What follows belongs to an exercise in optimizing a design on an open flow for small area; a production flow would make more cautious choices. Only simulation tests tie the RTL to the original design; equivalence was not proved. No activity file was given, so power comes from the tool's default toggle rates.

## flow/config.mk

```make
export PLATFORM = sky130hd
export DESIGN_NAME = udp_tx_top
export DESIGN_NICKNAME = udp_tx_top
export VERILOG_FILES = /design/flow/design.v
export SDC_FILE = /design/flow/constraint.sdc
export NUM_CORES = 4
export LEC_CHECK = 0
export ABC_AREA = 0
export CAP_MARGIN = 20
export CORE_MARGIN = 2
export CORE_UTILIZATION = 60
export SLEW_MARGIN = 20
```

## flow/constraint.sdc

```tcl
create_clock -name core_clock -period 10.0 [get_ports {clk}]
set_input_delay 2.0000 -clock core_clock [delete_from_list [all_inputs] [get_ports {clk}]]
set_output_delay 2.0000 -clock core_clock [all_outputs]
set_load 0.01 [all_outputs]
```

## flow/design.v

```verilog
package udp_tx_cfg_pkg;
    localparam int unsigned PAYLOAD_BYTES = 18;
    localparam int unsigned FRAME_BYTES = 60;
    localparam int unsigned PREAMBLE_NIBBLES = 16;
    localparam int unsigned FRAME_NIBBLES    = 2 * FRAME_BYTES;
    localparam int unsigned FCS_NIBBLES      = 8;
    localparam int unsigned GAP_NIBBLES      = 24;
    localparam int unsigned NIBBLE_DIVIDER = 4;
    typedef logic [6:0] nibble_idx_t;
    typedef logic [$clog2(NIBBLE_DIVIDER)-1:0] div_count_t;
    typedef enum logic [2:0] {
        PHASE_IDLE,
        PHASE_BUILD,
        PHASE_CHECKSUM,
        PHASE_PREAMBLE,
        PHASE_FRAME,
        PHASE_FCS,
        PHASE_GAP
    } tx_phase_e;
    typedef struct packed {
        logic [31:0] src_ip;
        logic [47:0] src_mac;
        logic [15:0] src_port;
        logic [31:0] dest_ip;
        logic [47:0] dest_mac;
        logic [15:0] dest_port;
    } udp_request_t;
    typedef struct packed {
        logic       en;
        logic       strobe;
        logic [3:0] d;
    } mii_tx_t;
endpackage
import udp_tx_cfg_pkg::*;
module udp_tx_top (
    input  logic                                       clk,
    input  logic                                       reset,
    input  logic                                       send,
    input  udp_tx_cfg_pkg::udp_request_t               request,
    input  logic [udp_tx_cfg_pkg::PAYLOAD_BYTES*8-1:0] payload,
    output logic                                       ready,
    output udp_tx_cfg_pkg::mii_tx_t                    tx
);
    localparam int RING = 336;
    logic [1:0] div;
    logic       busy;        
    logic [7:0] n;           
    logic [1:0] v;           
    logic [9:0] pos;
    assign pos = {n, div[1] ~^ div[0], ~div[0]};
    logic accept;
    assign accept = send & ready;
    logic tick;
    assign tick = (div == 2'd0);
    logic [7:0] n_step;
    assign n_step[0] = n[0] ^ tick;
    for (genvar i = 1; i < 8; i++) begin : g_inc
        assign n_step[i] = n[i] ^ (tick & (&n[i-1:0]));
    end
    always_ff @(posedge clk) begin
        if (reset) begin
            div <= '0;
        end else begin
            div <= {div[1] ^ div[0], ~div[0]};
        end
    end
    always_ff @(posedge clk) begin
        n <= accept ? {8{div[1]}} : n_step;
    end
    always_ff @(posedge clk) begin
        if (reset) begin
            ready <= 1'b1;
            busy  <= 1'b0;
        end else if (accept) begin
            ready <= 1'b0;
            busy  <= 1'b1;
        end else if (busy && tick && n == 8'd167) begin
            ready <= 1'b1;
            busy  <= 1'b0;
        end
    end
    always_ff @(posedge clk) begin
        if (ready) begin
            v <= div;
        end
    end
    logic [1:0] sel;
    assign sel = {v[1], ~v[0]};
    logic [479:0] fdata;
    assign fdata = {request.dest_mac, request.src_mac, 16'h0, 80'h0, 16'h0,
                    request.src_ip, request.dest_ip, request.src_port, request.dest_port,
                    32'h0, payload};
    logic [RING-1:0] ring;
    logic [RING-1:0] ring_in;
    for (genvar q = 0; q < RING; q++) begin : g_map
        localparam int TF = (q < 144) ? (479 - q) : (q < 240) ? (447 - q) : (335 - q);
        assign ring_in[q] = fdata[(59 - TF / 8) * 8 + TF % 8];
    end
    localparam int CS_W = 146;
    logic [RING-1:0] ring_prev;
    logic            cs_wr, cs_sum;
    always_comb begin
        ring_prev = {ring[RING-2:0], ring[RING-1]};
        if (cs_wr) begin
            ring_prev[CS_W] = cs_sum;
        end
    end
    always_ff @(posedge clk) begin
        ring <= ~((ring_in | {RING{busy}}) & (ring_prev | {RING{ready}}));
    end
    logic corr;
    assign corr = pos[0] ^ sel[0];
    logic tap_a, tap_b, tap_c;
    assign tap_a = ring[62 + sel] ^ corr;
    assign tap_b = ring[174 + sel] ^ corr;
    assign tap_c = ring[206 + sel] ^ corr;
    localparam logic [15:0] CSUM_INIT = 16'h4C44;
    logic cy;
    logic cs_init, cs_first, cs_win, cs_d, cs_a;
    assign cs_init  = (pos < 10'd160);
    assign cs_first = (pos < 10'd176);
    assign cs_win   = (pos < 10'd224);
    assign cs_wr    = !cs_init && (pos < 10'd240);
    assign cs_d     = cs_win & tap_a;
    assign cs_a     = cs_first ? CSUM_INIT[pos[3:0]] : ring[CS_W + 15];
    assign cs_sum   = cs_a ^ cs_d ^ cy;
    always_ff @(posedge clk) begin
        if (cs_init) begin
            cy <= 1'b0;
        end else begin
            cy <= (cs_a & cs_d) | (cs_a & cy) | (cs_d & cy);
        end
    end
    logic cs_out;
    assign cs_out = ring[CS_W + 31];
    logic [7:0] kbyte;
    always_comb begin
        case (pos[9:3])
            7'd20:   kbyte = 8'h08;
            7'd22:   kbyte = 8'h45;
            7'd23:   kbyte = 8'h0C;
            7'd25:   kbyte = 8'h2E;
            7'd30:   kbyte = 8'hFF;
            7'd31:   kbyte = 8'h11;
            7'd47:   kbyte = 8'h1A;
            default: kbyte = 8'h00;
        endcase
    end
    logic [31:0] crc;
    logic        s;
    always_comb begin
        if (ready || pos < 10'd64) begin
            s = ~pos[0] | (pos[5:0] == 6'd63);
        end else if (pos < 10'd160) begin
            s = tap_a;
        end else if (pos < 10'd256) begin
            s = kbyte[pos[2:0]];
        end else if (pos < 10'd272) begin
            s = ~cs_out;
        end else if (pos < 10'd368) begin
            s = tap_b;
        end else if (pos < 10'd400) begin
            s = kbyte[pos[2:0]];
        end else if (pos < 10'd544) begin
            s = tap_c;
        end else begin
            s = ~crc[0];
        end
    end
    localparam logic [31:0] POLY = 32'hEDB88320;
    logic in_frame, fb;
    assign in_frame = (pos >= 10'd64) && (pos < 10'd544);
    assign fb       = crc[0] ^ s;
    always_ff @(posedge clk) begin
        for (int i = 0; i < 31; i++) begin
            crc[i] <= crc[i+1] ^ (POLY[i] & in_frame & fb);
        end
        crc[31] <= in_frame ? fb : 1'b1;
    end
    logic [2:0] col;
    logic       sending;
    assign sending = busy && (n < 8'd144);
    always_ff @(posedge clk) begin
        col <= {s, col[2:1]};
    end
    logic en_q;
    logic [3:0] d_q;
    always_ff @(posedge clk) begin
        if (reset) begin
            en_q <= 1'b0;
            d_q  <= '0;
        end else if (tick) begin
            en_q <= sending;
            d_q  <= sending ? {s, col} : 4'h0;
        end
    end
    assign tx.en     = en_q;
    assign tx.strobe = en_q && (div == 2'd1);
    assign tx.d      = d_q;
endmodule
```

## flow/flow/run.sh

```bash
#!/bin/bash
# The standard layout (standard.sh) with three changes:
#  - synthesis is the standard flow's script, but ABC maps with flow/area.abc for area
#  - the port buffers are buf_1 cells
#  - CTS uses clkbuf_4 cells and adds no dummy loads
# Each tool's full output is in orfs/logs; make's output is in flow_make.log.
set -euo pipefail
W=$(pwd)
export BUFFER_PORTS_ARGS="-buffer_cell sky130_fd_sc_hd__buf_1"
export CTS_ARGS="-sink_clustering_enable -repair_clock_nets -dont_use_dummy_load -buf_list sky130_fd_sc_hd__clkbuf_4 -sink_clustering_size 14 -sink_clustering_max_diameter 25"
export MY_ABC_SCRIPT="$W/flow/area.abc"
cat "$W/flow/abc_override.tcl" "$W/synth_recipe.tcl" > "$W/own_synth.tcl"
sed "s#SYNTH_SCRIPT=[^ ]*#SYNTH_SCRIPT=$W/own_synth.tcl#" "$W/standard.sh" > "$W/own_standard.sh"
grep -q "SYNTH_SCRIPT=$W/own_synth.tcl" "$W/own_standard.sh"
bash "$W/own_standard.sh" > flow_make.log 2>&1
```

## flow/flow/abc_override.tcl

```tcl
# Runs ABC with this flow's own mapping script (flow/area.abc) and no delay
# target in place of ORFS's; everything else in synthesis is the standard flow's.
proc abc {args} {
  set i [lsearch -exact $args -script]
  if { $i >= 0 } {
    set args [lreplace $args $i [expr {$i + 1}] -script $::env(MY_ABC_SCRIPT)]
  }
  set i [lsearch -exact $args -D]
  if { $i >= 0 } {
    set args [lreplace $args $i [expr {$i + 1}]]
  }
  yosys abc {*}$args
}
```

## flow/flow/area.abc

```
strash; dc2; dc2; strash; &get -n; &dch -f; &nf -R 1000; &put; topo; dnsize
```

## flow/standard.sh

```bash
#!/bin/bash
# synth_recipe.tcl (not shown) runs the flow's synth.tcl, then flattens the netlist and writes it again
# the make line also repeats each setting of config.mk as NAME=value (left out here)
make -C /OpenROAD-flow-scripts/flow DESIGN_CONFIG=/design/flow/config.mk WORK_HOME=/design/flow/orfs CLKGATE_MAP_FILE= SYNTH_SCRIPT=/design/flow/synth_recipe.tcl "${@:-finish}"
```

==> flow_summary.json, run 1 <==
{
  "overflow": 0,
  "intPower_mw": 2.317,
  "yosysMostFrequentCell": "dfxtp_1",
  "clk_path_buf_depth": 3,
  "worstHoldPathType": "reg -> reg",
  "power.total_mw": 3.085,
  "power.switching_mw": 0.7685,
  "die_h_um": 138.7,
  "ys_warn_count": 1,
  "cp.arrival_ns": 1.65,
  "seqPwrFrac_pct": 62.0,
  "cts_hold_buffers": 0,
  "cellPowerDensity_nw_per_um2": 236.0,
  "fin_nets": 1636,
  "start_kind": "flop",
  "start_util_pct": 60.79,
  "synth_top_area_share_pct": 71.56,
  "clock.fmax_mhz": 273.7,
  "status": "timing/DRC/antenna clean",
  "synth_ff_type": "dfxtp_1",
  "antenna_found_initial": 2,
  "root_buffer": "clkbuf_4",
  "vias": 8477,
  "setup_viol": 0,
  "ant_nets": 0,
  "tns_ns": 0,
  "cpMaxStageDelayCell": "dfxtp_1",
  "p_leak_nw": 4.833,
  "die_area_um2": 19230,
  "cp_cell_sequence": "ha_1 > and2_0 > buf_1",
  "tightest_slew_ns": 0.9784,
  "slowest_delay_ns": 0.53,
  "ctsResizeCount": 0,
  "cts.sinks": 391,
  "synthesis.area_um2": 10880,
  "rows": 49,
  "via_per_inst": 5.577,
  "yosysSeqAreaShare_pct": 72.11,
  "track_usage_pct": 26.44,
  "grt_pass1_wl_um": 41080,
  "period_needed_ns": 3.653,
  "hold_viol": 0,
  "synth_edf_count": 2,
  "rsz0062_at_grt": "false",
  "cts_made_buffers": 73,
  "grt_pass1_vias": 8313,
  "dp_hpwl_um": 17370,
  "vdd.ir_drop.worst_mv": 0.1320,
  "dr.pass1.iters": 4,
  "htree_levels": 3,
  "synth-seq-cells": 391,
  "drtIter0Drc": 423,
  "pwr-share-clk_pct": 26.4,
  "syn_avg_cell_area_um2": 12.58,
  "synth_top_cell_by_area": "dfxtp_1",
  "finalCritPeriodShare_pct": 36.53,
  "path_clk_slew_ns": 0.09,
  "synthTopCellsByArea": "dfxtp_1 72%, o22ai_1 19%, xor2_1 1.2%",
  "num_io_pins": 346,
  "avgRoutedWirePerCell_um": 17.27,
  "grt_max_degree": 118,
  "design_area_um2": 13070,
  "cts_tree": "done",
  "placement.io_buffers": 345,
  "maxSlewViolCount": 0,
  "routed_wl_um": 26250,
  "syn_nets": 1210,
  "syn2layout_area_growth_pct": 20.13,
  "timing.slew.headroom_pct": 34.77,
  "insertion_delay_ns": 0.66,
  "synth_commonest_cells": "389 x dfxtp_1, 337 x o22ai_1, 15 x nor2_1, 15 x xor2_1",
  "placed_area_um2": 12520,
  "synthArstFlopShare_pct": 0,
  "share_comb_of_total_power_pct": 11.5,
  "cts_setup_buffers": 0,
  "synth_cell_type_count": 35,
  "max_cap_viol_count": 0,
  "drc": 0,
  "synthCells": 865,
  "crit_fanout": 10,
  "end_kind": "output port",
  "core-area_um2": 17900,
  "critPathRequiredTime_ns": 8.00,
  "die_x_um": 138.7,
  "finClkSkew_ns": 0.07496,
  "drive_above_1_share_pct": 6.594,
  "crit_type": "reg -> out",
  "switching_share_pct": 24.91,
  "gp_congestion": 0.8273
}
## routing by layer
metal  vias up  track usage, %  wire length (µm)
met5         -               0                 0
met4         0           13.50               981
met3        64           9.703              2229
met2       330           40.41             11980
met1      3837           33.21             11060
li1       4246               -                 -
## path summary, 6_finish.rpt
kind / cells after the start / startpoint / slack (ns) / end
worst min register to register: 0 / crc[29]$_DFF_P_ / 0.27 / crc[28]$_DFF_P_
worst min-delay path: 0 / crc[29]$_DFF_P_ / 0.27 / crc[28]$_DFF_P_
worst max register to register: 14 / div[0]$_SDFF_PP0_ / 6.70 / crc[30]$_DFF_P_
worst max-delay path: 3 / div[0]$_SDFF_PP0_ / 6.35 / tx[4]
## layout by cell type, fill, tap and decap left out, types with 3 or more instances in the layout
cell / count
nand2_1: 13
buf_4: 6
ha_1: 5
o22ai_1: 337
a22oi_1: 5
clkinv_1: 8
xor2_1: 15
dfxtp_1: 387
a31oi_1: 3
o31ai_1: 4
and2_0: 4
clkbuf_4: 73
a21oi_1: 13
nor2_1: 15
o21ai_0: 13
nor2b_1: 5
mux4_2: 3
xnor2_1: 5
mux2i_1: 3
buf_1: 345
## area by class of cell
class                           count  area [µm²]
Sequential cell                   391        7855
Fill cell                        1391        4828
Multi-Input combinational cell    465        2998
Timing Repair Buffer              352        1351
Clock buffer                       73       548.0
Tap cell                          229       286.5
Inverter                            8       30.03
Antenna cell                        2       5.005
## power by group through the flow
stage                     Combinational [mW]  Sequential [mW]  Clock, mW
after global routing                   0.402             1.94      0.904
after CTS                              0.357             1.91      0.842
after detailed placement               0.356             1.94          0
after floorplan                        0.233             1.95          0
after global placement                 0.345             1.94          0
final                                  0.356             1.91      0.815
## through the flow
step / worst slack, ns / instances / util, % / hold slack [ns]
finish: 6.347 / 1520 / 73.03 / 0.2701
global placement: 6.816 / 1445 / 69.92 / 0.3116
floorplan: 2.165 / 865 / - / 0.3096
detailed placement: 6.726 / 1445 / 69.92 / 0.3121
global route: 6.186 / 1519 / 73.02 / 0.2789
CTS: 6.251 / 1518 / 72.98 / 0.2724
## kinds of logic (layout without fill, tap and decap cells)
kind of cell               Yosys count  after routing  synth area share (%)
DFF                                391            391                 72.11
AOI/OAI and AO/OA                  385            385                 22.10
and+or+nand+nor                     47             47                 2.081
xor gates and xnor gates            20             20                 1.610
buffers and inverters                9            433                0.3449
muxes                                7              7                 1.000
adders and majority gates            6              6                0.7588
other                                0              2                     0
## state kept, by name (all words and copies together) (netlist names)
register and count:
v 2, ready 1, ring 336, div 2, col 3, cy 1
n 8, busy 1, crc 32, en_q 1, d_q 4
## worst max-delay path: cells and delay by family, from the launching register on
family / cells / cell delay, ns
buf+inv: 1 / 0.15
simple gates: 1 / 0.12
fa+ha+maj: 1 / 0.21
flops: 1 / 0.53
==> run 2, diff against run 1 <==
--- a/flow/flow/run.sh
+++ b/flow/flow/run.sh
@@ -9,3 +9,3 @@
 export BUFFER_PORTS_ARGS="-buffer_cell sky130_fd_sc_hd__buf_1"
-export CTS_ARGS="-sink_clustering_enable -repair_clock_nets -dont_use_dummy_load -buf_list sky130_fd_sc_hd__clkbuf_4 -sink_clustering_size 14 -sink_clustering_max_diameter 25"
+export CTS_ARGS="-sink_clustering_enable -repair_clock_nets -dont_use_dummy_load -buf_list sky130_fd_sc_hd__clkbuf_4 -sink_clustering_size 12 -sink_clustering_max_diameter 40"
 export MY_ABC_SCRIPT="$W/flow/area.abc"
--- a/flow/config.mk
+++ b/flow/config.mk
@@ -11,2 +11,3 @@
 export CORE_UTILIZATION = 60
+export GPL_TIMING_DRIVEN = 0
 export SLEW_MARGIN = 20
==> flow_summary.json, run 2 <==
{
  "status": "timing/DRC/antenna clean",
  "cts_hold_buffers": 0,
  "cts_made_buffers": 41,
  "slowest_delay_ns": 0.80,
  "ys_warn_count": 1,
  "finClkSkew_ns": 0.05170,
  "pwr-share-clk_pct": 22.0,
  "via_per_inst": 5.584,
  "die_area_um2": 19230,
  "core-area_um2": 17900,
  "synthesis.area_um2": 10880,
  "power.total_mw": 2.919,
  "grt_use_met1_pct": 33.20,
  "setup_viol": 0,
  "clk_path_buf_depth": 3,
  "clock.fmax_mhz": 251.7,
  "place_inst": 1447,
  "yosysSeqAreaShare_pct": 72.11,
  "hold_viol": 0,
  "routed_wl_um": 26110,
  "cp_cell_sequence": "buf_16 > buf_1",
  "path_clk_slew_ns": 0.12,
  "fillCellCount": 1422,
  "synthCells": 865,
  "end_kind": "output port",
  "ff2ff_path_depth": 13,
  "seqCellArea_um2": 7855,
  "start_util_pct": 60.79,
  "top_regs": "ring x336, crc x32, n x8",
  "max_cap_viol_count": 0,
  "placement.io_buffers": 345,
  "synth_top_cell_by_area": "dfxtp_1",
  "share_comb_of_total_power_pct": 12.5,
  "htree_levels": 2,
  "cts.sinks": 391,
  "reg2reg_slack_ns": 6.33,
  "drive_above_1_share_pct": 4.448,
  "min_from": "crc[14]$_DFF_P_",
  "holdPathStages": 0,
  "synthTopCellsByArea": "dfxtp_1 72%, o22ai_1 19%, xor2_1 1.2%",
  "cpMaxStageDelayCell": "dfxtp_4",
  "overflow": 0,
  "vias": 8331,
  "critPathRequiredTime_ns": 8.00,
  "rows": 49,
  "met3_usage_pct": 9.945,
  "dr.pass1.iters": 4,
  "top_register": "ring",
  "hold_end": "crc[13]$_DFF_P_",
  "synth_ff_type": "dfxtp_1",
  "worstHoldPathType": "reg -> reg",
  "cts_tree": "done",
  "syn_nets": 1210,
  "period_needed_ns": 3.973,
  "layout.cells.most_common": "dfxtp_1",
  "drc": 0,
  "root_buffer": "clkbuf_4",
  "grt_max_degree": 81,
  "finalCritPeriodShare_pct": 39.73,
  "grt_pass1_vias": 8152,
  "p_leak_nw": 4.757,
  "yosysMostFrequentCell": "dfxtp_1",
  "die_x_um": 138.7,
  "synthArstFlopShare_pct": 0,
  "globalRouteMet2Util_pct": 41.64,
  "synth_commonest_cells": "389 x dfxtp_1, 337 x o22ai_1, 15 x nor2_1, 15 x xor2_1",
  "switching_share_pct": 25.35,
  "worstReg2RegEnd": "crc[19]$_DFF_P_",
  "fin_nets": 1606,
  "cp.arrival_ns": 1.97,
  "cellPowerDensity_nw_per_um2": 224.3,
  "intPower_mw": 2.179,
  "synth_top_area_share_pct": 71.56,
  "ctsResizeCount": 0,
  "ant_nets": 0,
  "timing.rr.start": "div[0]$_SDFF_PP0_",
  "syn_avg_cell_area_um2": 12.58,
  "vdd.ir_drop.worst_mv": 0.1419,
  "cts_setup_buffers": 0,
  "synth_edf_count": 2,
  "seqPwrFrac_pct": 65.5,
  "synth-seq-cells": 391,
  "layout_common_cells": "387 x dfxtp_1, 345 x buf_1, 337 x o22ai_1",
  "gp_congestion": 0.8392,
  "grt_pass1_wl_um": 41160,
  "busiest_layer": "met2",
  "start_kind": "flop",
  "multi_input_area_um2": 3000,
  "syn2layout_area_growth_pct": 19.57,
  "synth_cell_type_count": 35,
  "fin_cells": 1492,
  "power.switching_mw": 0.7400,
  "track_usage_pct": 26.34,
  "drtIter0Drc": 407,
  "avgRoutedWirePerCell_um": 17.50,
  "tightest_slew_ns": 0.7899,
  "antenna_found_initial": 4,
  "crit_fanout": 63,
  "num_io_pins": 346,
  "maxSlewViolCount": 0,
  "insertion_delay_ns": 0.69,
  "timing.slew.headroom_pct": 47.28,
  "rsz0062_at_grt": "false",
  "largest_reg_flops": 336,
  "die_h_um": 138.7,
  "crit_type": "reg -> out",
  "dp_hpwl_um": 17640
}
[run 2: per-layer routing]
layer  vias up  wire length (µm)
met5         -                13
met4         2               652
met3        40              2340
met2       278             12060
met1      3833             11040
li1       4178                 -
[run 2: worst max-delay path by stage]
stage                             from               to  slack, ns  cells past startpoint
finish              ready$_SDFFE_PP1P_            ready       6.03                      2
global route        ready$_SDFFE_PP1P_            ready       5.86                      2
CTS                 ready$_SDFFE_PP1P_            ready       5.97                      2
detailed placement   div[0]$_SDFF_PP0_  crc[19]$_DFF_P_       6.34                     13
global placement    ready$_SDFFE_PP1P_  crc[19]$_DFF_P_      -0.79                      5
floorplan           ready$_SDFFE_PP1P_  crc[15]$_DFF_P_       2.17                      5
[run 2: per-stage QoR]
| step | hold slack [ns] | area, µm² | worst slack [ns] | utilization [%] | TNS (ns) |
|---|---|---|---|---|---|
| finish | 0.3176 | 13010 | 6.027 | 72.69 | 0 |
| global route | 0.3351 | 13010 | 5.862 | 72.67 | 0 |
| CTS | 0.3300 | 13000 | 5.969 | 72.63 | 0 |
| detailed placement | 0.3121 | 12690 | 6.335 | 70.91 | 0 |
| global placement | 0.3121 | 12460 | -0.7932 | 69.63 | -9.947 |
| floorplan | 0.3096 | 10880 | 2.165 | - | 0 |
[run 2: final cells by class]
| type | count | area share (%) |
|---|---|---|
| Timing Repair Buffer | 353 | 11.64 |
| Multi-Input combinational cell | 465 | 23.06 |
| Sequential cell | 391 | 60.37 |
| Clock buffer | 41 | 2.365 |
| Buffer | 1 | 0.05769 |
| Antenna cell | 4 | 0.07692 |
| Inverter | 8 | 0.2308 |
| Tap cell | 229 | 2.202 |
[run 2: power groups by stage]
stage	Clock (mW)	Combinational [mW]	Sequential [mW]
2_1_floorplan	0	0.233	1.95
3_3_place_gp	0	0.321	2.00
3_5_place_dp	0	0.366	1.94
4_1_cts	0.657	0.369	1.91
5_1_grt	0.711	0.414	1.94
6_report	0.641	0.366	1.91
[run 2: critical path, delay by kind of cell (launching register included)]
kind,cells,cell delay (ns)
buffers and inverters,2,0.50
flip-flops,1,0.80
[run 2: cells by family after synthesis]
family	after synthesis	synth area share, %
flops	391	72.11
buf+inv	9	0.3449
simple gates	47	2.081
compound gates	385	22.10
fa+ha+maj	6	0.7588
mux	7	1.000
xor+xnor	20	1.610
==> run 3, diff against run 2 <==
--- a/flow/config.mk
+++ b/flow/config.mk
@@ -11,3 +11,2 @@
 export CORE_UTILIZATION = 60
-export GPL_TIMING_DRIVEN = 0
 export SLEW_MARGIN = 20
==> flow_summary.json, run 3 <==
{
  "status": "timing/DRC/antenna clean",
  "fin_cells": 1488,
  "end_kind": "output port",
  "rsz0062_at_grt": "false",
  "synth_top_area_share_pct": 71.56,
  "synthTopCellsByArea": "dfxtp_1 72%, o22ai_1 19%, xor2_1 1.2%",
  "layout_common_cells": "387 x dfxtp_1, 345 x buf_1, 337 x o22ai_1",
  "die_h_um": 138.7,
  "cts_hold_buffers": 0,
  "placement.io_buffers": 345,
  "grt_pass1_vias": 8065,
  "cp.arrival_ns": 1.65,
  "synthesis.area_um2": 10880,
  "htree_levels": 2,
  "syn_nets": 1210,
  "crit_type": "reg -> out",
  "cp_cell_sequence": "ha_1 > and2_0 > buf_1",
  "routed_wl_um": 25820,
  "syn_avg_cell_area_um2": 12.58,
  "synth_ff_type": "dfxtp_1",
  "ys_warn_count": 1,
  "drc": 0,
  "ctsResizeCount": 0,
  "gp_congestion": 0.8273,
  "synth_cell_type_count": 35,
  "crit_fanout": 10,
  "crit_start": "div[0]$_SDFF_PP0_",
  "fillCellCount": 1399,
  "finClkSkew_ns": 0.1033,
  "overflow": 0,
  "dr.pass1.iters": 5,
  "track_usage_pct": 25.95,
  "place_inst": 1445,
  "worst-path-buf-inv": 1,
  "timing.rr.start": "div[0]$_SDFF_PP0_",
  "synth_edf_count": 2,
  "synthCells": 865,
  "cellPowerDensity_nw_per_um2": 225.7,
  "synth_mux_area_share_pct": 1.000,
  "die_x_um": 138.7,
  "period_needed_ns": 3.652,
  "yosysSeqAreaShare_pct": 72.11,
  "grt_pass1_wl_um": 40480,
  "synth_compound_area_share_pct": 22.10,
  "slowest_delay_ns": 0.56,
  "timing.slew.headroom_pct": 33.96,
  "setup_viol": 0,
  "layout.cells.most_common": "dfxtp_1",
  "power.total_mw": 2.895,
  "finalCritPeriodShare_pct": 36.52,
  "cts_setup_buffers": 0,
  "tns_ns": 0,
  "rows": 49,
  "min_from": "crc[17]$_DFF_P_",
  "start_util_pct": 60.79,
  "cts.sinks": 391,
  "synth-xor-area-share_pct": 1.610,
  "yosysMostFrequentCell": "dfxtp_1",
  "num_io_pins": 346,
  "start_kind": "flop",
  "synth-seq-cells": 391,
  "tightest_slew_ns": 0.9906,
  "clock.fmax_mhz": 273.8,
  "drtIter0Drc": 392,
  "drive_above_1_share_pct": 4.140,
  "core-area_um2": 17900,
  "holdWs_ns": 0.3230,
  "avgRoutedWirePerCell_um": 17.35,
  "synth_top_cell_by_area": "dfxtp_1",
  "dp_hpwl_um": 17370,
  "design_area_um2": 12830,
  "worstHoldPathType": "reg -> reg",
  "critical_path.top_delay_family": "flip-flops",
  "via_per_inst": 5.618,
  "placed_area_um2": 12520,
  "synth_commonest_cells": "389 x dfxtp_1, 337 x o22ai_1, 15 x nor2_1, 15 x xor2_1",
  "cpMaxStageDelayCell": "dfxtp_1",
  "cts_tree": "done",
  "clk_path_buf_depth": 3,
  "hold_viol": 0,
  "path_clk_slew_ns": 0.11,
  "cts_made_buffers": 40,
  "yosys.area_share.simple_pct": 2.081,
  "critPathRequiredTime_ns": 8.00,
  "insertion_delay_ns": 0.66,
  "synth_top_family_by_area": "compound AO/OA/AOI/OAI gates",
  "vias": 8359,
  "top_regs": "ring x336, crc x32, n x8",
  "fin_nets": 1603,
  "antenna_found_initial": 3,
  "synthArstFlopShare_pct": 0,
  "synthAdderAreaFrac_pct": 0.7588,
  "root_buffer": "clkbuf_4",
  "grt_max_degree": 118,
  "max_cap_viol_count": 0,
  "maxSlewViolCount": 0,
  "vdd.ir_drop.worst_mv": 0.1450,
  "p_leak_nw": 4.681,
  "largest_reg_flops": 336,
  "syn2layout_area_growth_pct": 17.88,
  "top_register": "ring",
  "die_area_um2": 19230,
  "ant_nets": 0
}
## run 3: metrics by stage
stage / utilization, % / setup slack (ns)
2_1_floorplan: - / 2.165
3_3_place_gp: 69.92 / 6.816
3_5_place_dp: 69.92 / 6.726
4_1_cts: 71.60 / 6.278
5_1_grt: 71.65 / 6.211
6_report: 71.66 / 6.348
## run 3: layout make-up
type	instances	area [µm²]	share of cell area, %
diodes	3	7.507	0.05852
well taps	229	286.5	2.233
repair buffers	352	1351	10.53
inverters	8	30.03	0.2341
clock buffers	40	300.3	2.341
multi-input cells	465	2998	23.37
flip-flops and latches	391	7855	61.23
## run 3: power breakdown
group	internal [mW]	switching [mW]	total, mW
Sequential	1.81	0.107	1.91
Combinational	0.176	0.181	0.356
Clock	0.186	0.440	0.626
## run 3: logic make-up (layout without fill, tap and decap cells)
logic type      Yosys count  after routing
mux                       7              7
other cells               0              3
buf+inv                   9            400
compound gates          385            385
flops                   391            391
simple gates             47             47
xor+xnor                 20             20
fa+ha+maj                 6              6
## run 3: layer usage
metal  up-vias  GRT usage [%]  wire length, µm  share of wire, %
met5         -              0                0                 0
met2       309          39.99            11650                45
li1       4174              -                -                 -
met3        56          8.909             2174               8.4
met4         0          11.38              889               3.4
met1      3820          33.55            11100                43
## run 3: final timing paths
| kind | depth (start not counted) | to | slack, ns |
|---|---|---|---|
| min reg2reg | 0 | crc[16]$_DFF_P_ | 0.32 |
| max | 3 | tx[4] | 6.35 |
| max reg2reg | 14 | crc[30]$_DFF_P_ | 6.71 |
| min | 0 | crc[16]$_DFF_P_ | 0.32 |
==> run 4, diff against run 3 <==
--- a/flow/config.mk
+++ b/flow/config.mk
@@ -8,5 +8,5 @@
 export ABC_AREA = 0
-export CAP_MARGIN = 20
+export CAP_MARGIN = 5
 export CORE_MARGIN = 2
 export CORE_UTILIZATION = 60
-export SLEW_MARGIN = 20
+export SLEW_MARGIN = 5
==> flow_summary.json, run 4 <==
{
  "die_area_um2": 19230,
  "yosysMostFrequentCell": "dfxtp_1",
  "cts_tree": "done",
  "worstHoldPathType": "reg -> reg",
  "p_leak_nw": 4.680,
  "finClkSkew_ns": 0.1019,
  "syn_nets": 1210,
  "synthAdderAreaFrac_pct": 0.7588,
  "cpMaxStageDelayCell": "dfxtp_1",
  "synth_top_area_share_pct": 71.56,
  "via_per_inst": 5.589,
  "intPower_mw": 2.167,
  "cts_hold_buffers": 0,
  "critical_path.top_delay_family": "flip-flops",
  "grt_pass1_vias": 8065,
  "cellPowerDensity_nw_per_um2": 225.6,
  "core-area_um2": 17900,
  "overflow": 0,
  "synth_commonest_cells": "389 x dfxtp_1, 337 x o22ai_1, 15 x nor2_1, 15 x xor2_1",
  "pwr-share-clk_pct": 21.6,
  "ctsResizeCount": 0,
  "seqPwrFrac_pct": 66.1,
  "timing.slew.headroom_pct": 26.68,
  "start_util_pct": 60.79,
  "period_needed_ns": 3.642,
  "fillCellCount": 1400,
  "hold_end": "crc[16]$_DFF_P_",
  "layout.cells.most_common": "dfxtp_1",
  "finalCritPeriodShare_pct": 36.42,
  "synth_compound_area_share_pct": 22.10,
  "syn_avg_cell_area_um2": 12.58,
  "switching_share_pct": 25.11,
  "rows": 49,
  "placed_area_um2": 12520,
  "multi_input_area_um2": 2998,
  "crit_fanout": 10,
  "placement.io_buffers": 345,
  "drive_above_1_share_pct": 4.140,
  "yosys.area_share.simple_pct": 2.081,
  "routed_wl_um": 25760,
  "synth_edf_count": 2,
  "cts.sinks": 391,
  "die_h_um": 138.7,
  "insertion_delay_ns": 0.66,
  "top_regs": "ring x336, crc x32, n x8",
  "vias": 8316,
  "worst-path-buf-inv": 1,
  "ant_nets": 0,
  "timing.rr.start": "div[0]$_SDFF_PP0_",
  "gp_congestion": 0.8273,
  "syn2layout_area_growth_pct": 17.84,
  "synth_top_cell_by_area": "dfxtp_1",
  "synth-xor-area-share_pct": 1.610,
  "track_usage_pct": 25.95,
  "crit_type": "reg -> out",
  "root_buffer": "clkbuf_4",
  "grt_pass1_wl_um": 40480,
  "setup_viol": 0,
  "holdPathStages": 0,
  "power.switching_mw": 0.7263,
  "slowest_delay_ns": 0.55,
  "synth_cell_type_count": 35,
  "htree_levels": 2,
  "end_kind": "output port",
  "die_x_um": 138.7,
  "largest_reg_flops": 336,
  "tns_ns": 0,
  "synth_ff_type": "dfxtp_1",
  "dr.pass1.iters": 4,
  "share_comb_of_total_power_pct": 12.3,
  "ys_warn_count": 1,
  "synth_mux_area_share_pct": 1.000,
  "synthArstFlopShare_pct": 0,
  "vdd.ir_drop.worst_mv": 0.1445,
  "cp_cell_sequence": "ha_1 > and2_0 > buf_1",
  "drtIter0Drc": 386,
  "seqCellArea_um2": 7855,
  "clk_path_buf_depth": 3,
  "design_area_um2": 12820,
  "status": "timing/DRC/antenna clean",
  "critPathRequiredTime_ns": 8.00,
  "tightest_slew_ns": 1.100,
  "synth-seq-cells": 391,
  "reg2reg_slack_ns": 6.73,
  "synth_top_family_by_area": "compound AO/OA/AOI/OAI gates",
  "synthTopCellsByArea": "dfxtp_1 72%, o22ai_1 19%, xor2_1 1.2%",
  "num_io_pins": 346,
  "layout_common_cells": "387 x dfxtp_1, 345 x buf_1, 337 x o22ai_1",
  "avgRoutedWirePerCell_um": 17.31,
  "worstReg2RegEnd": "crc[30]$_DFF_P_",
  "cts_setup_buffers": 0,
  "hold_viol": 0,
  "min_from": "crc[17]$_DFF_P_",
  "grt_max_degree": 118,
  "top_register": "ring",
  "cts_made_buffers": 40,
  "fin_nets": 1603,
  "path_clk_slew_ns": 0.11,
  "drc": 0,
  "synthesis.area_um2": 10880,
  "clock.fmax_mhz": 274.6,
  "dp_hpwl_um": 17370,
  "rsz0062_at_grt": "false",
  "yosysSeqAreaShare_pct": 72.11,
  "cp.arrival_ns": 1.64,
  "antenna_found_initial": 3,
  "ff2ff_path_depth": 14,
  "maxSlewViolCount": 0,
  "holdWs_ns": 0.3223,
  "start_kind": "flop",
  "synthCells": 865,
  "max_cap_viol_count": 0
}
## run 4: cell types whose count changed in the layout (fill, tap and decap cells not counted)
cell / change
buf_4: +1
buf_6: -1
## run 4: layout make-up
cell class	count	share of cell area (%)
flip-flops and latches	391	61.25
multi-input cells	465	23.38
repair buffers	352	10.51
clock buffers	40	2.341
well taps	229	2.234
inverters	8	0.2341
diodes	3	0.05854
## run 4: worst reg2reg max path, cell delays in order (launching register included)
cell	delay, ns
dfxtp_1	0.55
clkinv_1	0.23
ha_1	0.41
a21oi_1	0.23
o211ai_1	0.10
nand2_1	0.10
o21ai_0	0.09
a22oi_1	0.17
o22ai_1	0.10
mux2_1	0.29
mux2i_1	0.31
xnor2_1	0.19
nor2_1	0.06
buf_4	0.20
xor2_1	0.16
## run 4: metrics by stage
step | total power, mW | util [%] | cells | setup WS [ns]
global route | 3.041 | 71.62 | 1487 | 6.211
finish | 2.893 | 71.64 | 1488 | 6.358
detailed placement | 2.300 | 69.92 | 1445 | 6.726
CTS | 2.918 | 71.60 | 1485 | 6.278
floorplan | 2.183 | - | 865 | 2.165
global placement | 2.289 | 69.92 | 1445 | 6.816
## run 4: per-layer routing
layer	track usage (%)	part of all wire (%)	wire (µm)	up-vias
met1	33.55	43	11090	3792
met3	8.909	8.5	2182	58
li1	-	-	-	4173
met2	39.99	45	11590	293
met4	11.38	3.5	901	0
met5	0	0	0	-
## run 4: how the worst max path moves through the flow
| stage | from | to | slack, ns | depth (start not counted) |
|---|---|---|---|---|
| floorplan | ready$_SDFFE_PP1P_ | crc[15]$_DFF_P_ | 2.17 | 5 |
| global placement | div[0]$_SDFF_PP0_ | crc[19]$_DFF_P_ | 6.82 | 14 |
| detailed placement | div[0]$_SDFF_PP0_ | crc[8]$_DFF_P_ | 6.73 | 14 |
| CTS | div[0]$_SDFF_PP0_ | tx[4] | 6.28 | 3 |
| global route | div[0]$_SDFF_PP0_ | tx[4] | 6.21 | 3 |
| finish | div[0]$_SDFF_PP0_ | tx[4] | 6.36 | 3 |
## run 4: power groups by stage
stage	registers [mW]	clock network [mW]	logic [mW]
5_1_grt	1.94	0.700	0.402
3_3_place_gp	1.94	0	0.345
2_1_floorplan	1.95	0	0.233
3_5_place_dp	1.94	0	0.356
4_1_cts	1.91	0.647	0.358
6_report	1.91	0.625	0.356
## run 4: cells by family after synthesis
| logic type | Yosys count |
|---|---|
| DFF | 391 |
| AOI/OAI and AO/OA | 385 |
| and+or+nand+nor | 47 |
| xor gates and xnor gates | 20 |
| buffers and inverters | 9 |
| muxes | 7 |
| adders and majority gates | 6 |
==> run 5, diff against run 4 <==
--- a/flow/design.v
+++ b/flow/design.v
@@ -76,3 +76,3 @@
             busy  <= 1'b1;
-        end else if (busy && tick && n == 8'd167) begin
+        end else if (busy && tick && n[7] && !n[6] && n[5] && (&n[2:0])) begin
             ready <= 1'b1;
@@ -118,7 +118,9 @@
     logic cy;
-    logic cs_init, cs_first, cs_win, cs_d, cs_a;
-    assign cs_init  = (pos < 10'd160);
-    assign cs_first = (pos < 10'd176);
-    assign cs_win   = (pos < 10'd224);
-    assign cs_wr    = !cs_init && (pos < 10'd240);
+    logic cs_first, cs_win, cs_d, cs_a;
+    logic [5:0] m;
+    assign m = n[7:2];
+    assign cs_wr    = !m[5] && !m[4] && m[3] && (m[2:0] != 3'd0) && (m[2:0] != 3'd1) &&
+                      (m[2:0] != 3'd7);
+    assign cs_first = !m[0] && !m[2];
+    assign cs_win   = !(m[2] && m[1]);
     assign cs_d     = cs_win & tap_a;
@@ -127,6 +129,6 @@
     always_ff @(posedge clk) begin
-        if (cs_init) begin
+        if (cs_wr) begin
+            cy <= (cs_a & cs_d) | (cs_a & cy) | (cs_d & cy);
+        end else begin
             cy <= 1'b0;
-        end else begin
-            cy <= (cs_a & cs_d) | (cs_a & cy) | (cs_d & cy);
         end
@@ -135,13 +137,18 @@
     assign cs_out = ring[CS_W + 31];
-    logic [7:0] kbyte;
+    logic [3:0] kn;
     always_comb begin
-        case (pos[9:3])
-            7'd20:   kbyte = 8'h08;
-            7'd22:   kbyte = 8'h45;
-            7'd23:   kbyte = 8'h0C;
-            7'd25:   kbyte = 8'h2E;
-            7'd30:   kbyte = 8'hFF;
-            7'd31:   kbyte = 8'h11;
-            7'd47:   kbyte = 8'h1A;
-            default: kbyte = 8'h00;
+        case (n[5:0])
+            6'd40:   kn = 4'h8;
+            6'd44:   kn = 4'h5;
+            6'd45:   kn = 4'h4;
+            6'd46:   kn = 4'hC;
+            6'd50:   kn = 4'hE;
+            6'd51:   kn = 4'h2;
+            6'd60:   kn = 4'hF;
+            6'd61:   kn = 4'hF;
+            6'd62:   kn = 4'h1;
+            6'd63:   kn = 4'h1;
+            6'd30:   kn = 4'hA;
+            6'd31:   kn = 4'h1;
+            default: kn = 4'h0;
         endcase
@@ -151,18 +158,18 @@
     always_comb begin
-        if (ready || pos < 10'd64) begin
+        if (ready || m < 6'd4) begin
             s = ~pos[0] | (pos[5:0] == 6'd63);
-        end else if (pos < 10'd160) begin
+        end else if (m[5]) begin
+            s = m[1] ? ~crc[0] : tap_c;
+        end else if (m < 6'd10) begin
             s = tap_a;
-        end else if (pos < 10'd256) begin
-            s = kbyte[pos[2:0]];
-        end else if (pos < 10'd272) begin
+        end else if (m < 6'd16) begin
+            s = kn[pos[1:0]];
+        end else if (m == 6'd16) begin
             s = ~cs_out;
-        end else if (pos < 10'd368) begin
+        end else if (m < 6'd23) begin
             s = tap_b;
-        end else if (pos < 10'd400) begin
-            s = kbyte[pos[2:0]];
-        end else if (pos < 10'd544) begin
+        end else if (m < 6'd25) begin
+            s = kn[pos[1:0]];
+        end else begin
             s = tap_c;
-        end else begin
-            s = ~crc[0];
         end
@@ -171,3 +178,3 @@
     logic in_frame, fb;
-    assign in_frame = (pos >= 10'd64) && (pos < 10'd544);
+    assign in_frame = m[5] ? !m[1] : (m[4:2] != 3'd0);
     assign fb       = crc[0] ^ s;
--- a/flow/config.mk
+++ b/flow/config.mk
@@ -8,5 +8,5 @@
 export ABC_AREA = 0
-export CAP_MARGIN = 5
+export CAP_MARGIN = 20
 export CORE_MARGIN = 2
 export CORE_UTILIZATION = 60
-export SLEW_MARGIN = 5
+export SLEW_MARGIN = 20
==> flow_summary.json, run 5 <==
{
  "status": "timing/DRC/antenna clean",
  "tightest_slew_ns": 1.048,
  "cp_cell_sequence": "ha_1 > and2_0 > buf_1",
  "cts_tree": "done",
  "synth_top_area_share_pct": 71.75,
  "grt_use_met1_pct": 34.86,
  "grt_max_degree": 119,
  "post-place-ws_ns": 6.433,
  "yosysSeqAreaShare_pct": 72.30,
  "start_util_pct": 60.84,
  "top_regs": "ring x336, crc x32, n x8",
  "routed_wl_um": 27370,
  "fillCellCount": 1428,
  "grt_pass1_vias": 7902,
  "synth-seq-cells": 391,
  "die_x_um": 138.5,
  "fin_ws_ns": 6.295,
  "crit_fanout": 10,
  "fin_nets": 1606,
  "syn_avg_cell_area_um2": 12.53,
  "dp_hpwl_um": 18220,
  "yosysMostFrequentCell": "dfxtp_1",
  "busiest_layer": "met2",
  "avgRoutedWirePerCell_um": 18.36,
  "via_per_inst": 5.631,
  "p_leak_nw": 4.673,
  "path_clk_slew_ns": 0.11,
  "htree_levels": 2,
  "period_needed_ns": 3.705,
  "syn_nets": 1211,
  "insertion_delay_ns": 0.65,
  "vias": 8396,
  "drc": 0,
  "end_kind": "output port",
  "ant_nets": 0,
  "hold_viol": 0,
  "rsz0062_at_grt": "false",
  "synthTopCellsByArea": "dfxtp_1 72%, o22ai_1 19%, xor2_1 1.4%",
  "synth_cell_type_count": 33,
  "layout_common_cells": "387 x dfxtp_1, 345 x buf_1, 337 x o22ai_1",
  "finClkSkew_ns": 0.03911,
  "ctsResizeCount": 0,
  "synthesis.area_um2": 10850,
  "slowest_delay_ns": 0.55,
  "ys_warn_count": 1,
  "finalCritPeriodShare_pct": 37.05,
  "cpMaxStageDelayCell": "dfxtp_1",
  "synthCells": 866,
  "root_buffer": "clkbuf_4",
  "cts.sinks": 391,
  "cellPowerDensity_nw_per_um2": 226.7,
  "crit_type": "reg -> out",
  "gp_congestion": 0.8672,
  "cts_hold_buffers": 0,
  "cts_made_buffers": 41,
  "rows": 49,
  "maxSlewViolCount": 0,
  "cp.arrival_ns": 1.71,
  "drtIter0Drc": 569,
  "die_h_um": 138.5,
  "max_cap_viol_count": 0,
  "synth_top_cell_by_area": "dfxtp_1",
  "top_register": "ring",
  "critPathRequiredTime_ns": 8.00,
  "setup_viol": 0,
  "vdd.ir_drop.worst_mv": 0.1457,
  "synth_ff_type": "dfxtp_1",
  "placement.io_buffers": 345,
  "met3_usage_pct": 10.08,
  "timing.slew.headroom_pct": 30.10,
  "drive_above_1_share_pct": 4.369,
  "num_io_pins": 346,
  "synthArstFlopShare_pct": 0,
  "antenna_found_initial": 4,
  "clock.fmax_mhz": 269.9,
  "clk_path_buf_depth": 3,
  "core-area_um2": 17840,
  "worstHoldPathType": "reg -> reg",
  "overflow": 0,
  "syn2layout_area_growth_pct": 18.33,
  "synth_commonest_cells": "389 x dfxtp_1, 337 x o22ai_1, 19 x nand2_1",
  "start_kind": "flop",
  "worst-path-buf-inv": 1,
  "globalRouteMet2Util_pct": 42.13,
  "layout.cells.most_common": "dfxtp_1",
  "critical_path.top_delay_family": "flip-flops",
  "track_usage_pct": 27.18,
  "synth_edf_count": 2,
  "die_area_um2": 19180,
  "dr.pass1.iters": 6,
  "cts_setup_buffers": 0,
  "tns_ns": 0,
  "grt_pass1_wl_um": 41610,
  "largest_reg_flops": 336
}
[run 5: layout make-up]
type | count | area (µm²) | share of cell area [%]
timing repair buffer | 353 | 1383 | 10.76
tap | 229 | 286.5 | 2.231
sequential | 391 | 7855 | 61.16
inverter | 6 | 22.52 | 0.1754
multi-input combinational | 468 | 2982 | 23.21
antenna | 3 | 7.507 | 0.05845
clock buffer | 41 | 307.8 | 2.396
[run 5: logic make-up (layout without fill, tap and decap cells)]
| family | count (synthesis) | after routing | share of synthesized area [%] |
|---|---|---|---|
| multiplexers | 4 | 4 | 0.7147 |
| flip-flops | 391 | 391 | 72.30 |
| AND/OR/NAND/NOR | 63 | 63 | 2.778 |
| buffers and inverters | 7 | 400 | 0.2767 |
| XOR/XNOR | 21 | 21 | 1.694 |
| other | 0 | 3 | 0 |
| adder cells (fa/ha/maj) | 6 | 6 | 0.7608 |
| AO/OA/AOI/OAI | 374 | 374 | 21.48 |
[run 5: path summary, 6_finish.rpt]
kind,startpoint,to,slack (ns),cells after the start
max,div[0]$_SDFF_PP0_,tx[4],6.29,3
min,crc[29]$_DFF_P_,crc[28]$_DFF_P_,0.30,0
max reg2reg,div[0]$_SDFF_PP0_,crc[29]$_DFF_P_,6.36,15
min reg2reg,crc[29]$_DFF_P_,crc[28]$_DFF_P_,0.30,0
[run 5: metal layers]
metal	vias up	routed length [µm]
met5	-	13
met4	2	881
met3	63	2622
met2	307	12540
met1	3841	11310
li1	4183	-
[run 5: metrics by stage]
step                total power, mW  util, %  cells  hold WS [ns]  cell area (µm²)
detailed placement            2.298    70.03   1446        0.3121            12490
global route                  3.054    71.99   1491        0.2966            12840
floorplan                     2.180        -    866        0.3096            10850
finish                        2.912    71.99   1491        0.3011            12840
CTS                           2.927    71.75   1487        0.3004            12800
global placement              2.287    70.03   1446        0.3111            12490
[run 5: power breakdown]
| part | total [mW] | switching (mW) | internal [mW] |
|---|---|---|---|
| sequential | 1.91 | 0.103 | 1.81 |
| combinational | 0.363 | 0.189 | 0.174 |
| clock | 0.639 | 0.449 | 0.190 |
| total | 2.91 | 0.742 | 2.17 |
==> run 6, diff against run 5 <==
==> flow/flow/area.abc (replaced) <==
strash; dc2; dch -f; dc2; dch -f; strash; &get -n; &dch -f; &nf -R 1000; &put; topo; dnsize
==> flow_summary.json, run 6 <==
{
  "max_cap_viol_count": 0,
  "grt_pass1_wl_um": 40230,
  "fin_nets": 1593,
  "cp.arrival_ns": 1.73,
  "slowest_delay_ns": 0.85,
  "synth_edf_count": 2,
  "critical_path.top_delay_family": "flip-flops",
  "period_needed_ns": 3.729,
  "cts_made_buffers": 40,
  "overflow": 0,
  "track_usage_pct": 26.10,
  "dp_hpwl_um": 17320,
  "synth_ff_type": "dfxtp_1",
  "critPathRequiredTime_ns": 8.00,
  "design_area_um2": 12770,
  "ff2ff_path_depth": 12,
  "routed_wl_um": 26050,
  "synth_cell_type_count": 35,
  "yosysMostFrequentCell": "dfxtp_1",
  "die_x_um": 138.3,
  "start_util_pct": 60.65,
  "synth-seq-cells": 391,
  "num_io_pins": 346,
  "synthTopCellsByArea": "dfxtp_1 72%, o22ai_1 19%, xor2_1 1.2%",
  "layout.cells.most_common": "dfxtp_1",
  "worstReg2RegEnd": "crc[8]$_DFF_P_",
  "syn_nets": 1201,
  "p_leak_nw": 4.639,
  "drive_above_1_share_pct": 4.173,
  "start_kind": "flop",
  "status": "timing/DRC/antenna clean",
  "yosysSeqAreaShare_pct": 72.53,
  "synth_top_cell_by_area": "dfxtp_1",
  "worst-path-buf-inv": 1,
  "synth_commonest_cells": "389 x dfxtp_1, 337 x o22ai_1, 17 x nand2_1",
  "largest_reg_flops": 336,
  "drc": 0,
  "root_buffer": "clkbuf_4",
  "via_per_inst": 5.578,
  "setup_viol": 0,
  "rows": 49,
  "grt_use_met1_pct": 34.36,
  "rsz0062_at_grt": "false",
  "endpoint": "ready",
  "crit_start": "ready$_SDFFE_PP1P_",
  "crit_fanout": 72,
  "core-area_um2": 17840,
  "vdd.ir_drop.worst_mv": 0.1474,
  "die_area_um2": 19120,
  "hold_viol": 0,
  "ctsResizeCount": 0,
  "synth_top_area_share_pct": 71.97,
  "timing.rr.start": "div[0]$_SDFF_PP0_",
  "placed_area_um2": 12450,
  "antenna_found_initial": 4,
  "worstHoldPathType": "reg -> reg",
  "tightest_slew_ns": 1.074,
  "cts_tree": "done",
  "reg2reg_slack_ns": 7.01,
  "dr.pass1.iters": 5,
  "cpMaxStageDelayCell": "dfxtp_4",
  "syn2layout_area_growth_pct": 17.99,
  "insertion_delay_ns": 0.64,
  "gp_congestion": 0.8284,
  "cts_setup_buffers": 0,
  "synthArstFlopShare_pct": 0,
  "maxSlewViolCount": 0,
  "placement.io_buffers": 345,
  "avgRoutedWirePerCell_um": 17.62,
  "cts_hold_buffers": 0,
  "grt_pass1_vias": 7848,
  "busiest_layer": "met2",
  "timing.slew.headroom_pct": 28.43,
  "htree_levels": 2,
  "ys_warn_count": 1,
  "top_regs": "ring x336, crc x32, n x8",
  "finalCritPeriodShare_pct": 37.29,
  "end_kind": "output port",
  "path_clk_slew_ns": 0.11,
  "min_from": "crc[11]$_DFF_P_",
  "drtIter0Drc": 459,
  "clock.fmax_mhz": 268.2,
  "syn_avg_cell_area_um2": 12.64,
  "layout_common_cells": "387 x dfxtp_1, 345 x buf_1, 337 x o22ai_1",
  "met3_usage_pct": 9.699,
  "vias": 8244,
  "cts.sinks": 391,
  "top_register": "ring",
  "crit_cells": 1,
  "tns_ns": 0,
  "grt_max_degree": 122,
  "globalRouteMet2Util_pct": 39.50,
  "clk_path_buf_depth": 3,
  "finClkSkew_ns": 0.04114,
  "ant_nets": 0,
  "crit_type": "reg -> out",
  "cp_cell_sequence": "buf_1",
  "cellPowerDensity_nw_per_um2": 226.3,
  "synthCells": 856,
  "synthesis.area_um2": 10820,
  "die_h_um": 138.3
}
==> run 6: changes by cell type in the layout (fill, tap and decap cells not counted), sizes merged, moves of 3 or more <==
cell and change:
a31oi -3, nand3 -4, o21ai +3, nor2 -4
==> run 6: worst min-delay path by stage <==
stage                                 end  slack [ns]  cells after the start
after global placement    crc[25]$_DFF_P_        0.31                      0
after global routing       crc[7]$_DFF_P_        0.35                      0
after floorplan            crc[0]$_DFF_P_        0.31                      0
final                     crc[10]$_DFF_P_        0.34                      0
after CTS                  crc[0]$_DFF_P_        0.34                      0
after detailed placement   crc[4]$_DFF_P_        0.31                      0
==> run 6: cell type report <==
type	instances	area (µm²)
Inverter	5	18.77
Multi-Input combinational cell	459	2952
Sequential cell	391	7855
Fill cell	1437	5074
Antenna cell	3	7.507
Timing Repair Buffer	351	1348
Clock buffer	40	300.3
Tap cell	229	286.5
==> run 6: kinds of logic (layout without fill, tap and decap cells) <==
family / Yosys count / count (layout) / synth area share (%)
flip-flops: 391 / 391 / 72.53
other: 0 / 3 / 0
AND/OR/NAND/NOR: 50 / 50 / 2.186
XOR/XNOR: 21 / 21 / 1.700
buffers and inverters: 6 / 396 / 0.2429
adder cells (fa/ha/maj): 6 / 6 / 0.7632
AO/OA/AOI/OAI: 379 / 379 / 21.96
multiplexers: 3 / 3 / 0.6244
==> run 6: power by group <==
group / internal, mW / switching (mW)
clock: 0.186 / 0.446
combinational: 0.170 / 0.168
sequential: 1.81 / 0.114
total: 2.16 / 0.728
==> run 6: metrics by stage <==
step,hold WS [ns],power [mW],utilization [%],instances,setup WS (ns)
after CTS,0.3394,2.911,71.48,1475,6.192
final,0.3379,2.889,71.56,1478,6.271
after floorplan,0.3096,2.173,-,856,1.793
after global placement,0.3104,2.275,69.79,1435,6.947
after global routing,0.3454,3.031,71.55,1477,6.142
after detailed placement,0.3121,2.288,69.79,1435,6.915
==> run 6: per-layer routing <==
layer / vias to the layer above / share of wire, %
li1: 4141 / -
met1: 3746 / 43
met4: 4 / 2.7
met5: - / 0.12
met3: 55 / 9.0
met2: 298 / 45
==> run 7, diff against run 6 <==
--- a/flow/flow/run.sh
+++ b/flow/flow/run.sh
@@ -9,3 +9,3 @@
 export BUFFER_PORTS_ARGS="-buffer_cell sky130_fd_sc_hd__buf_1"
-export CTS_ARGS="-sink_clustering_enable -repair_clock_nets -dont_use_dummy_load -buf_list sky130_fd_sc_hd__clkbuf_4 -sink_clustering_size 12 -sink_clustering_max_diameter 40"
+export CTS_ARGS="-sink_clustering_enable -repair_clock_nets -dont_use_dummy_load -buf_list sky130_fd_sc_hd__clkbuf_4 -sink_clustering_size 10 -sink_clustering_max_diameter 40"
 export MY_ABC_SCRIPT="$W/flow/area.abc"
==> flow_summary.json, run 7 <==
{
  "status": "timing/DRC/antenna clean",
  "die_h_um": 138.3,
  "post-place-ws_ns": 6.915,
  "syn2layout_area_growth_pct": 18.34,
  "ctsResizeCount": 0,
  "worstHoldPathType": "reg -> reg",
  "synth_edf_count": 2,
  "grt_max_degree": 122,
  "synth_commonest_cells": "389 x dfxtp_1, 337 x o22ai_1, 17 x nand2_1",
  "num_io_pins": 346,
  "fin_cells": 1483,
  "syn_avg_cell_area_um2": 12.64,
  "grt_pass1_vias": 7858,
  "start_util_pct": 60.65,
  "htree_levels": 2,
  "place_inst": 1435,
  "fin_ws_ns": 6.232,
  "overflow": 0,
  "timing.slew.headroom_pct": 28.80,
  "synth_top_cell_by_area": "dfxtp_1",
  "endpoint": "ready",
  "critPathRequiredTime_ns": 8.00,
  "grt_pass1_wl_um": 40400,
  "yosysMostFrequentCell": "dfxtp_1",
  "synth_cell_type_count": 35,
  "slowest_delay_ns": 0.85,
  "cts_made_buffers": 45,
  "design_area_um2": 12800,
  "synth_ff_type": "dfxtp_1",
  "hold_viol": 0,
  "crit_type": "reg -> out",
  "drive_above_1_share_pct": 4.556,
  "synthCells": 856,
  "avgRoutedWirePerCell_um": 17.57,
  "cp.arrival_ns": 1.77,
  "worstReg2RegEnd": "crc[19]$_DFF_P_",
  "period_needed_ns": 3.768,
  "cts_tree": "done",
  "antenna_found_initial": 5,
  "rsz0062_at_grt": "false",
  "die_x_um": 138.3,
  "dr.pass1.iters": 5,
  "syn_nets": 1201,
  "fin_nets": 1598,
  "die_area_um2": 19120,
  "path_clk_slew_ns": 0.10,
  "largest_reg_flops": 336,
  "ff2ff_path_depth": 12,
  "cp_cell_sequence": "buf_1",
  "cpMaxStageDelayCell": "dfxtp_4",
  "drtIter0Drc": 432,
  "synth-seq-cells": 391,
  "holdPathStages": 0,
  "end_kind": "output port",
  "holdWs_ns": 0.3219,
  "setup_viol": 0,
  "finalCritPeriodShare_pct": 37.68,
  "reg2reg_slack_ns": 7.03,
  "critical_path.top_delay_family": "flip-flops",
  "crit_cells": 1,
  "top_register": "ring",
  "core-area_um2": 17840,
  "tightest_slew_ns": 1.068,
  "via_per_inst": 5.592,
  "synthArstFlopShare_pct": 0,
  "max_cap_viol_count": 0,
  "root_buffer": "clkbuf_4",
  "synthTopCellsByArea": "dfxtp_1 72%, o22ai_1 19%, xor2_1 1.2%",
  "yosysSeqAreaShare_pct": 72.53,
  "layout_common_cells": "387 x dfxtp_1, 345 x buf_1, 337 x o22ai_1",
  "dp_hpwl_um": 17320,
  "ant_nets": 0,
  "fin_util_pct": 71.77,
  "placed_area_um2": 12450,
  "vias": 8293,
  "drc": 0,
  "gp_congestion": 0.8284,
  "timing.rr.start": "div[0]$_SDFF_PP0_",
  "finClkSkew_ns": 0.05745,
  "layout.cells.most_common": "dfxtp_1",
  "cts.sinks": 391,
  "crit_fanout": 72,
  "routed_wl_um": 26060,
  "crit_start": "ready$_SDFFE_PP1P_",
  "clk_path_buf_depth": 3,
  "maxSlewViolCount": 0,
  "insertion_delay_ns": 0.67,
  "track_usage_pct": 26.16,
  "cts_hold_buffers": 0,
  "p_leak_nw": 4.662,
  "power.total_mw": 2.922,
  "start_kind": "flop",
  "vdd.ir_drop.worst_mv": 0.1287,
  "synth_top_area_share_pct": 71.97,
  "clock.fmax_mhz": 265.4,
  "cts_setup_buffers": 0,
  "placement.io_buffers": 345,
  "rows": 49,
  "worst-path-buf-inv": 1,
  "tns_ns": 0,
  "cellPowerDensity_nw_per_um2": 228.2,
  "top_regs": "ring x336, crc x32, n x8",
  "ys_warn_count": 1,
  "synthesis.area_um2": 10820
}
-- run 7: cell counts after synthesis --
Identical to the previous run, type by type.
-- run 7: worst min-delay path by stage --
stage	start	to	slack, ns
2_1_floorplan	crc[1]$_DFF_P_	crc[0]$_DFF_P_	0.31
3_3_place_gp	crc[26]$_DFF_P_	crc[25]$_DFF_P_	0.31
3_5_place_dp	crc[5]$_DFF_P_	crc[4]$_DFF_P_	0.31
4_1_cts	crc[17]$_DFF_P_	crc[16]$_DFF_P_	0.31
6_report	crc[13]$_DFF_P_	crc[12]$_DFF_P_	0.32
5_1_grt	crc[17]$_DFF_P_	crc[16]$_DFF_P_	0.34
-- run 7: kinds of logic (layout without fill, tap and decap cells) --
| kind of cell | count (synthesis) | count (layout) | synth area share (%) |
|---|---|---|---|
| buf+inv | 6 | 401 | 0.2429 |
| compound gates | 379 | 379 | 21.96 |
| fa+ha+maj | 6 | 6 | 0.7632 |
| other cells | 0 | 3 | 0 |
| mux | 3 | 3 | 0.6244 |
| xor+xnor | 21 | 21 | 1.700 |
| simple gates | 50 | 50 | 2.186 |
| flops | 391 | 391 | 72.53 |
-- run 7: cell type report --
class	instances	area [µm²]
Antenna cell	3	7.507
Clock buffer	45	337.8
Multi-Input combinational cell	459	2952
Inverter	5	18.77
Timing Repair Buffer	351	1348
Fill cell	1446	5036
Tap cell	229	286.5
Sequential cell	391	7855
-- run 7: layer usage --
layer	vias to the layer above	routed length, µm	global-route usage, %
met5	-	44	0
met4	6	706	9.184
met3	55	2461	10.50
met2	304	11780	39.34
met1	3778	11070	34.58
li1	4150	-	-
-- run 7: power breakdown --
part           switching (mW)  internal (mW)
registers               0.114           1.81
clock network           0.457          0.208
logic                   0.168          0.170
total                   0.739           2.18

[afterwards: timing with drivers on the ports]
The results above use ideal ports. As a check the final layouts listed here were re-extracted and re-timed, cells and wires unchanged.
Step 1: set_driving_cell puts a clkbuf_16 on clk and a buf_2 on each other input, an assumption about the parent block.
Step 2 also shifts input and output timing later by t, the mid clock arrival at the registers, as if the neighbouring blocks saw the same clock.
a / b / c = ideal / step 1 / step 2; a / b = the first two.
| run | t (ns) | setup slack, ns | hold slack, ns | latest minus earliest clock arrival (ns) | worst register clock-pin slew, ns |
|---|---|---|---|---|---|
| run 1 | 0.666 | 6.347 / 6.308 / 6.696 | 0.270 / 0.270 / 0.270 | 0.093 / 0.093 | 0.12 / 0.12 |
| run 2 | 0.696 | 6.027 / 5.988 / 6.333 | 0.318 / 0.318 / 0.318 | 0.079 / 0.078 | 0.12 / 0.12 |
| run 3 | 0.652 | 6.348 / 6.306 / 6.712 | 0.323 / 0.323 / 0.323 | 0.110 / 0.111 | 0.12 / 0.12 |
| run 4 | 0.653 | 6.358 / 6.316 / 6.729 | 0.322 / 0.322 / 0.322 | 0.108 / 0.109 | 0.12 / 0.12 |
| run 5 | 0.680 | 6.295 / 6.251 / 6.358 | 0.301 / 0.301 / 0.301 | 0.056 / 0.056 | 0.12 / 0.12 |
| run 6 | 0.670 | 6.271 / 6.229 / 6.900 | 0.338 / 0.338 / 0.338 | 0.064 / 0.065 | 0.12 / 0.12 |
| run 7 | 0.684 | 6.232 / 6.190 / 6.874 | 0.322 / 0.322 / 0.322 | 0.062 / 0.062 | 0.10 / 0.10 |
After both steps setup and hold are still met in every run listed.
